This design comes from an exercise in tuning for a short achievable clock period and few clock cycles per item on the open sky130 flow, not from production work. The RTL of this run was laid out without a check of its function. Power figures rest on the tool's default switching activity, not on a simulated workload.

## run.sh

```bash
#!/bin/bash
# synth_recipe.tcl (not shown) runs the flow's synth.tcl, then flattens the netlist and writes it again
# the make line also repeats each setting of config.mk as NAME=value (left out here)
make -C /OpenROAD-flow-scripts/flow DESIGN_CONFIG=/design/flow/config.mk WORK_HOME=/design/flow/orfs CLKGATE_MAP_FILE= SYNTH_SCRIPT=/design/flow/synth_recipe.tcl finish
```

## config.mk

```make
export PLATFORM = sky130hd
export DESIGN_NAME = conv_requant_packer
export DESIGN_NICKNAME = conv_requant_packer
export VERILOG_FILES = /design/flow/design.v
export SDC_FILE = /design/flow/constraint.sdc
export NUM_CORES = 4
export LEC_CHECK = 0
export ABC_CLOCK_PERIOD_IN_PS = 2000
export CAP_MARGIN = 20
export CORE_MARGIN = 2
export CORE_UTILIZATION = 40
export SETUP_SLACK_MARGIN = 5
export SLEW_MARGIN = 20
```

## constraint.sdc

```tcl
create_clock -name core_clock -period 7.5 [get_ports {clk}]
set_input_delay 1.5000 -clock core_clock [delete_from_list [all_inputs] [get_ports {clk}]]
set_output_delay 1.5000 -clock core_clock [all_outputs]
set_load 0.01 [all_outputs]
```

## design.v

```verilog
module conv_requant_packer #(
  parameter int DATA_WIDTH = 8,
  parameter int ACC_WIDTH  = 32,
  parameter int BUS_WIDTH  = 128,
  parameter int ADDR_WIDTH = 18
) (
  input  logic                  clk,
  input  logic                  rst,
  input  logic                  start,
  input  logic [ADDR_WIDTH-1:0] cfg_base_addr,
  input  logic [15:0]           cfg_scale,
  input  logic [4:0]            cfg_shift,
  input  logic [1:0]            cfg_act_mode,
  input  logic [DATA_WIDTH-1:0] cfg_clip_max,
  output logic                  busy,
  output logic                  done,
  input  logic                  in_valid,
  output logic                  in_ready,
  input  logic [ACC_WIDTH-1:0]  in_acc,
  input  logic [ACC_WIDTH-1:0]  in_bias,
  input  logic                  in_last,
  output logic                  out_valid,
  input  logic                  out_ready,
  output logic [ADDR_WIDTH-1:0] out_addr,
  output logic [BUS_WIDTH-1:0]  out_data,
  output logic                  out_last,
  output logic [15:0]           sat_count
);
  localparam int PW = 48;                        
  localparam int NB = 9;                         
  function automatic logic [2*PW-1:0] csa(input logic [PW-1:0] a, input logic [PW-1:0] b,
                                          input logic [PW-1:0] c);
    logic [PW-1:0] s, cy;
    s   = a ^ b ^ c;
    cy  = ((a & b) | (a & c) | (b & c)) << 1;
    csa = {cy, s};
  endfunction
  function automatic logic [11:0] window(input logic [PW-1:0] p, input logic [31:0] sh_oh,
                                         input logic [PW-1:0] fmask);
    logic [PW:0] p2;
    logic [9:0]  w;
    logic        fit;
    p2 = {p, 1'b0};
    for (int j = 0; j < 10; j++) w[j] = |(sh_oh & p2[j +: 32]);
    fit = &(~(p ^ {PW{p[PW-1]}}) | ~fmask);
    window = {p[PW-1], fit, w};
  endfunction
  logic busy_q, done_q, run_q, in_ready_q, first_q;
  logic [5:0] cnt_q;                    
  logic start_ok, accept, pop, out_free;
  logic [5:0] cnt_d;
  logic run_d;
  logic out_valid_q, out_last_q;
  assign start_ok = start & ~busy_q;
  assign accept   = in_valid & in_ready_q;
  assign pop      = out_valid_q & out_ready;
  assign out_free = ~out_valid_q | out_ready;
  assign busy     = busy_q;
  assign done     = done_q;
  assign in_ready = in_ready_q;
  always_comb begin
    case ({accept, pop})
      2'b10:   cnt_d = cnt_q + 6'd1;
      2'b01:   cnt_d = cnt_q - 6'd16;
      2'b11:   cnt_d = cnt_q - 6'd15;
      default: cnt_d = cnt_q;
    endcase
    if (start_ok) cnt_d = '0;
    run_d = start_ok | (run_q & ~(accept & in_last));
  end
  always_ff @(posedge clk) begin
    if (rst) begin
      busy_q     <= 1'b0;
      done_q     <= 1'b0;
      run_q      <= 1'b0;
      in_ready_q <= 1'b0;
      first_q    <= 1'b0;
      cnt_q      <= '0;
    end else begin
      busy_q     <= start_ok | (busy_q & ~done_q);
      done_q     <= pop & out_last_q;
      run_q      <= run_d;
      in_ready_q <= run_d & ~cnt_d[5];
      first_q    <= start_ok;
      cnt_q      <= cnt_d;
    end
  end
  logic [15:0] scale_q;
  logic [4:0]  shift_q;
  logic [1:0]  mode_q;
  logic [7:0]  clip_q;
  always_ff @(posedge clk) begin
    if (!busy_q) begin
      scale_q <= cfg_scale;
      shift_q <= cfg_shift;
      mode_q  <= cfg_act_mode;
      clip_q  <= cfg_clip_max;
    end
  end
  logic [NB-1:0] bneg_q, bone_q, btwo_q;
  logic [PW-1:0] fmask_q;                
  logic [31:0]   shoh_q;                 
  logic signed [9:0] hi_q, him1_q, lo_q, lom1_q;
  logic [7:0]    hib_q, lob_q;
  logic [PW-1:0] pmax_q, pmin_q;         
  logic [11:0]   wmax_q, wmin_q;         
  always_ff @(posedge clk) begin
    logic [17:0] y;
    logic signed [7:0] lo8, hi8;
    y = {2'b00, scale_q};
    for (int i = 0; i < NB; i++) begin
      logic ym1, y0, y1;
      ym1 = (i == 0) ? 1'b0 : y[2*i-1];
      y0  = y[2*i];
      y1  = y[2*i+1];
      bneg_q[i] <= y1 & ~(y0 & ym1);
      bone_q[i] <= y0 ^ ym1;
      btwo_q[i] <= (y1 & ~y0 & ~ym1) | (~y1 & y0 & ym1);
    end
    for (int k = 0; k < PW; k++) fmask_q[k] <= (k >= int'(shift_q) + 8);
    for (int k = 0; k < 32; k++) shoh_q[k] <= (k == int'(shift_q));
    case (mode_q)
      2'd1: begin lo8 = 8'sd0; hi8 = 8'sd127; end
      2'd2: begin
        if ($signed(clip_q) < 0) begin lo8 = $signed(clip_q); hi8 = $signed(clip_q); end
        else begin lo8 = 8'sd0; hi8 = $signed(clip_q); end
      end
      default: begin lo8 = -8'sd128; hi8 = 8'sd127; end
    endcase
    hi_q   <= 10'(hi8);
    him1_q <= 10'(hi8) - 10'sd1;
    lo_q   <= 10'(lo8);
    lom1_q <= 10'(lo8) - 10'sd1;
    hib_q  <= hi8;
    lob_q  <= lo8;
    pmax_q <= {1'b0, scale_q, 31'd0} - {32'd0, scale_q};
    pmin_q <= '0 - {1'b0, scale_q, 31'd0};
    wmax_q <= window(pmax_q, shoh_q, fmask_q);
    wmin_q <= window(pmin_q, shoh_q, fmask_q);
  end
  logic        v0, l0;
  logic [16:0] slo0;                     
  logic [16:0] shi0_c0, shi0_c1;         
  always_ff @(posedge clk) begin
    slo0    <= {1'b0, in_acc[15:0]} + {1'b0, in_bias[15:0]};
    shi0_c0 <= {in_acc[31], in_acc[31:16]} + {in_bias[31], in_bias[31:16]};
    shi0_c1 <= {in_acc[31], in_acc[31:16]} + {in_bias[31], in_bias[31:16]} + 17'd1;
    l0      <= in_last;
  end
  logic        v1, l1, ovf1, neg1;
  logic [PW-1:0] r1_0, r1_1, r1_2, r1_3;
  always_ff @(posedge clk) begin
    logic [16:0] hs;
    logic signed [31:0] x;
    logic [PW-1:0] row [NB];
    logic [PW-1:0] m, t0, t1, t2, t3, t4, t5, u0, u1, u2, u3;
    hs = slo0[16] ? shi0_c1 : shi0_c0;
    x  = {hs[15:0], slo0[15:0]};
    for (int i = 0; i < NB; i++) begin
      m = '0;
      if (bone_q[i]) m = PW'(x);
      if (btwo_q[i]) m = PW'(x) << 1;
      if (bneg_q[i]) m = ~m;
      row[i] = m << (2 * i);
    end
    for (int i = 1; i < NB; i++)
      if (bneg_q[i-1]) row[i][2*i-2] = 1'b1;
    {t1, t0} = csa(row[0], row[1], row[2]);
    {t3, t2} = csa(row[3], row[4], row[5]);
    {t5, t4} = csa(row[6], row[7], row[8]);
    {u1, u0} = csa(t0, t1, t2);
    {u3, u2} = csa(t3, t4, t5);
    r1_0 <= u0;
    r1_1 <= u1;
    r1_2 <= u2;
    r1_3 <= u3;
    ovf1 <= hs[16] ^ hs[15];
    neg1 <= hs[16];
    l1   <= l0;
  end
  logic        v2, l2, ovf2, neg2;
  logic [24:0] plo2;
  logic [23:0] phi2_c0, phi2_c1;
  always_ff @(posedge clk) begin
    logic [PW-1:0] t0, t1, u0, u1;
    {t1, t0} = csa(r1_0, r1_1, r1_2);
    {u1, u0} = csa(t0, t1, r1_3);
    plo2    <= {1'b0, u0[23:0]} + {1'b0, u1[23:0]};
    phi2_c0 <= u0[47:24] + u1[47:24];
    phi2_c1 <= u0[47:24] + u1[47:24] + 24'd1;
    ovf2 <= ovf1;
    neg2 <= neg1;
    l2   <= l1;
  end
  logic        v3, l3;
  logic [11:0] w3;
  always_ff @(posedge clk) begin
    logic [PW-1:0] p;
    p  = {plo2[24] ? phi2_c1 : phi2_c0, plo2[23:0]};
    if (ovf2) w3 <= neg2 ? wmin_q : wmax_q;
    else      w3 <= window(p, shoh_q, fmask_q);
    l3 <= l2;
  end
  always_ff @(posedge clk) begin
    if (rst) begin
      v0 <= 1'b0; v1 <= 1'b0; v2 <= 1'b0; v3 <= 1'b0;
    end else begin
      v0 <= accept; v1 <= v0; v2 <= v1; v3 <= v2;
    end
  end
  logic [7:0] q4;
  logic       sat4;
  always_comb begin
    logic signed [9:0] h;
    logic b, fit, sgn, ge_hi, le_lo, sat_p, sat_n;
    logic [7:0] inc;
    h   = {w3[9], w3[9:1]};
    b   = w3[0];
    fit = w3[10];
    sgn = w3[11];
    inc = h[7:0] + {7'd0, b};
    ge_hi = b ? (h >= him1_q) : (h >= hi_q);
    le_lo = b ? (h <= lom1_q) : (h <= lo_q);
    sat_p = b ? (h >= 10'sd127) : (h >= 10'sd128);
    sat_n = b ? (h <= -10'sd130) : (h <= -10'sd129);
    if (!fit)       q4 = sgn ? lob_q : hib_q;
    else if (ge_hi) q4 = hib_q;
    else if (le_lo) q4 = lob_q;
    else            q4 = inc;
    sat4 = ~fit | sat_p | sat_n;
  end
  logic [3:0]            idx_q;
  logic [BUS_WIDTH-1:0]  pack_q, out_data_q;
  logic                  pack_full_q, pack_last_q;
  logic [ADDR_WIDTH-1:0] naddr_q, out_addr_q;
  logic                  complete, load_out;
  logic [BUS_WIDTH-1:0]  word;
  assign complete = v3 & ((idx_q == 4'd15) | l3);
  assign load_out = out_free & (pack_full_q | complete);
  always_comb begin
    word = pack_q;
    word[idx_q*8 +: 8] = q4;
  end
  always_ff @(posedge clk) begin
    if (rst) begin
      idx_q       <= '0;
      pack_q      <= '0;
      pack_full_q <= 1'b0;
      pack_last_q <= 1'b0;
    end else if (pack_full_q) begin
      if (out_free) begin
        pack_q      <= '0;
        pack_full_q <= 1'b0;
      end
    end else if (v3) begin
      if (complete) begin
        idx_q <= '0;
        if (out_free) begin
          pack_q <= '0;
        end else begin
          pack_q      <= word;
          pack_full_q <= 1'b1;
          pack_last_q <= l3;
        end
      end else begin
        idx_q  <= idx_q + 4'd1;
        pack_q <= word;
      end
    end
  end
  always_ff @(posedge clk) begin
    if (!busy_q)        naddr_q <= cfg_base_addr;
    else if (load_out)  naddr_q <= naddr_q + ADDR_WIDTH'(1);
  end
  always_ff @(posedge clk) begin
    if (rst) begin
      out_valid_q <= 1'b0;
      out_last_q  <= 1'b0;
      out_data_q  <= '0;
      out_addr_q  <= '0;
    end else if (out_free) begin
      out_valid_q <= pack_full_q | complete;
      out_last_q  <= pack_full_q ? pack_last_q : l3;
      out_data_q  <= pack_full_q ? pack_q : word;
      out_addr_q  <= naddr_q;
    end
  end
  assign out_valid = out_valid_q;
  assign out_data  = out_data_q;
  assign out_addr  = out_addr_q;
  assign out_last  = out_last_q;
  logic [15:0] sat_cnt_q;
  always_ff @(posedge clk) begin
    if (rst || first_q)                            sat_cnt_q <= '0;
    else if (v3 && sat4 && sat_cnt_q != 16'hFFFF)  sat_cnt_q <= sat_cnt_q + 16'd1;
  end
  assign sat_count = sat_cnt_q;
endmodule
```

==> run summary <==
Lkg Pwr: 26.8 nW
Clock Sinks: 873
RSZ-0062 raised after global routing: true
Standard-cell rows: 128
CP endpoint kind: flip-flop
Vias per Instance: 5.92
Worst relative slew slack: 12.9%
Largest net degree at the start of global routing: 115
Hold crit path type: reg -> reg
Setup_tns: 0 ps
Setup violators final: 0
Fin crit period: 4070 ps
CTS tree: done
Top post-synthesis cells by area: dfxtp_1 33%, fa_1 10%, a22oi_1 6.2%, xnor2_1 5.2%, ha_1 4.5%
Clk_skew: 45.2 ps
Worst Max-Slew Pin Slew: 1310 ps
Seq/Total Area, Yosys: 36.5%
Vias in the first global route: 43.0k
H-Tree Depth: 3
Clock power frac: 13.7%
DRT iter0 DRCs: 5084
CP Class: reg -> reg
WL final: 182000 um
Clock tree buffer depth: 3
Number of synthesized flops with an enable pin: 49
CTS clk-pin slew, worst paths: 60 ps
DRC errors left: 0
Crit-path max FO: 2
Power per Cell Area: 554 mW/mm2
Syn. warnings: 2
Clock Tree Root: clkbuf_16
Worst EP required: 8130 ps
Synthesis-to-finish area growth: 38.8%
CP Launch Type: flip-flop
GRT Total Usage: 26.7%
Layout cells sized above 1: 34.2%
DIE AREA: 0.126 mm2
Cell Area, Synth: 0.0492 mm2
Synth cell count leaders: 824 x dfxtp_1, 427 x nand2_1, 408 x a22oi_1
I/O Pins: 286
GPL Wtd Cong: 0.967
Starting Density: 40.4%
CTS buffer count: 97
Unique masters post-synth: 84
Slew Viols, Final: 0
Chip Height: 355 um
Core Footprint: 0.122 mm2
First-pass DRT Iterations: 8
DR vias: 44.4k
Fin. Hold Viols: 0
F_max: 245 MHz
Gr ovfl total: 0
Sw Pwr: 16.4 mW
Int Power: 21.4 mW
Most common cell in the netlist: dfxtp_1
Status: no timing/DRC/antenna violations
Post-DP HPWL: 109000 um
Maximum Capacitance Violations: 0
#FFs+latches synth: 873
Async SR Flop Fraction: 0%
Syn avg cell area: 9.30 um2
Leading area contributor after synthesis: dfxtp_1
Syn Nets: 5838
Hold_ws: 325 ps
Skew-Pair Late Insertion Delay: 710 ps
Switching Fraction: 43.4%
Combinational Power Share: 67.5%
Worst Path Arrival: 4700 ps
Share of the synthesized area in the top cell type: 33.5%
Drt wl/cell: 24.3 um
Die Width: 355 um
Sequential power share: 18.8%
Worst IR drop on VDD: 0.812 mV
Antenna Nets Post-Route: 0
First-pass GRT wire length: 264000 um
Tcrit/Tclk final: 54.3%
Initial antenna violation count: 1
Nets: 6325
IO Port Bufs: 285
Mapped Cells: 5296
Primary FF master, synth: dfxtp_1
-- logic make-up (layout without fill, tap and decap cells) --
group / after synthesis / count (layout) / share of synthesized area, %
compound gates: 1352 / 1360 / 19.3
simple gates: 1250 / 1253 / 11.8
flops: 873 / 873 / 36.5
buf+inv: 735 / 1278 / 5.69
xor+xnor: 517 / 517 / 9.20
fa+ha+maj: 423 / 423 / 14.5
mux: 146 / 162 / 3.07
other cells: 0 / 1 / 0
-- layout by cell type (no fill, tap or decap), types with 102 or more instances in the layout --
cell / n
a21oi_1: 102
a22oi_1: 284
a22oi_2: 124
buf_4: 257
buf_6: 315
clkbuf_16: 111
dfxtp_1: 606
dfxtp_2: 178
fa_1: 183
ha_1: 126
inv_1: 266
nand2_1: 416
nor2_1: 277
o21ai_0: 166
xnor2_1: 241
xor2_1: 196
-- metal layers --
| metal | global-route usage [%] | part of all wire (%) | vias up |
|---|---|---|---|
| li1 | - | - | 19700 |
| met1 | 34.4 | 40 | 21500 |
| met2 | 43.5 | 46 | 2425 |
| met3 | 5.51 | 8.2 | 762 |
| met4 | 11.6 | 6.0 | 2 |
| met5 | 0 | 0.0049 | - |
-- power groups by stage --
stage,Sequential (mW),Clock [mW],Combinational (mW)
2_1_floorplan,6.44,0,13.9
3_3_place_gp,7.07,0,17.4
3_5_place_dp,7.08,0,17.7
4_1_cts,7.02,5.25,22.4
5_1_grt,7.15,5.45,27.6
6_report,7.10,5.18,25.6
-- registers in the layout, summed over array words and instances (netlist names), 16 cells and up --
signal	flops
shoh_q	32
r1_2	40
plo2	25
r1_3	36
sat_cnt_q	16
shi0_c0	17
r1_1	41
out_data_q	128
shi0_c1	17
phi2_c0	24
phi2_c1	24
pmax_q	47
scale_q	16
slo0	17
naddr_q	18
out_addr_q	18
pack_q	128
r1_0	43
fmask_q	47
-- metrics by stage --
step                util (%)  setup WS (ps)  instances  total power [mW]  area (um2)
floorplan                  -           3500       5296              20.4       50800
global placement        44.5           2880       6843              24.5       54300
detailed placement      44.5           2870       6843              24.8       54300
CTS                     53.1           3350       7349              34.7       64800
global route            56.0           3210       7491              40.2       68300
finish                  56.0           3430       7492              37.8       68300
-- final cells by class --
| class | instances | area [um2] |
|---|---|---|
| diodes | 1 | 2.50 |
| clock buffers | 124 | 2750 |
| clock inverters | 58 | 772 |
| fillers | 10100 | 53700 |
| inverters | 306 | 1160 |
| multi-input cells | 3715 | 34500 |
| flip-flops and latches | 873 | 18300 |
| well taps | 1625 | 2030 |
| repair buffers | 790 | 8810 |
-- worst max-delay path, stage by stage, from the launching register on --
cell and delay (ps):
dfxtp_2 330, fa_1 550, fa_1 420, ha_2 210
inv_2 50, fa_2 180, and2b_1 190, o31a_2 320
buf_4 150, buf_6 100, buf_6 110, a21oi_4 150
and3_4 220, nand4_1 120, or3_4 420, buf_4 150
buf_6 110, nor3_4 100, xnor2_1 130
-- path summary, 6_finish.rpt --
check | start | endpoint | slack [ps] | cells past startpoint
setup / recovery | r1_0[24] | phi2_c1[17] | 3430 | 18
hold / removal | l2 | l3 | 320 | 0
setup reg to reg | r1_0[24] | phi2_c1[17] | 3430 | 18
hold reg to reg | l2 | l3 | 320 | 0
-- what timing repair did --
item	4_1_cts	5_1_grt
setup buffers	283	131
gates cloned	41	11
gates resized for setup	1807	490
hold buffers	0	0
endpoints found under the setup margin	706	666
pin swaps	329	303

separate check: timing with driven ports:
The results above use ideal ports. As a check the final layout listed here was re-extracted and re-timed, cells and wires unchanged. Step 1 (the two cells are an assumption about what drives the block):
set clk [get_ports {clk}]
set_driving_cell -lib_cell sky130_fd_sc_hd__clkbuf_16 $clk
set_driving_cell -lib_cell sky130_fd_sc_hd__buf_2 [delete_from_list [all_inputs] $clk]
Step 2, shift: input delay + t, output delay - t, t = (earliest + latest rising clock arrival at the registers) / 2. This alone moves slack from input paths to output paths. Three values: ideal, step 1, step 2; two values: the first two.
t, ns: 0.756
setup slack, ns: 3.426 / 3.426 / 3.426
clock arrival spread, ns: 0.050 / 0.050
slew at the worst register clock pin (ns): 0.07 / 0.07
After both steps setup and hold are still met in this run. The setup slack of this run moves by 0.000 ns with the drivers and by 0.000 ns with both steps.
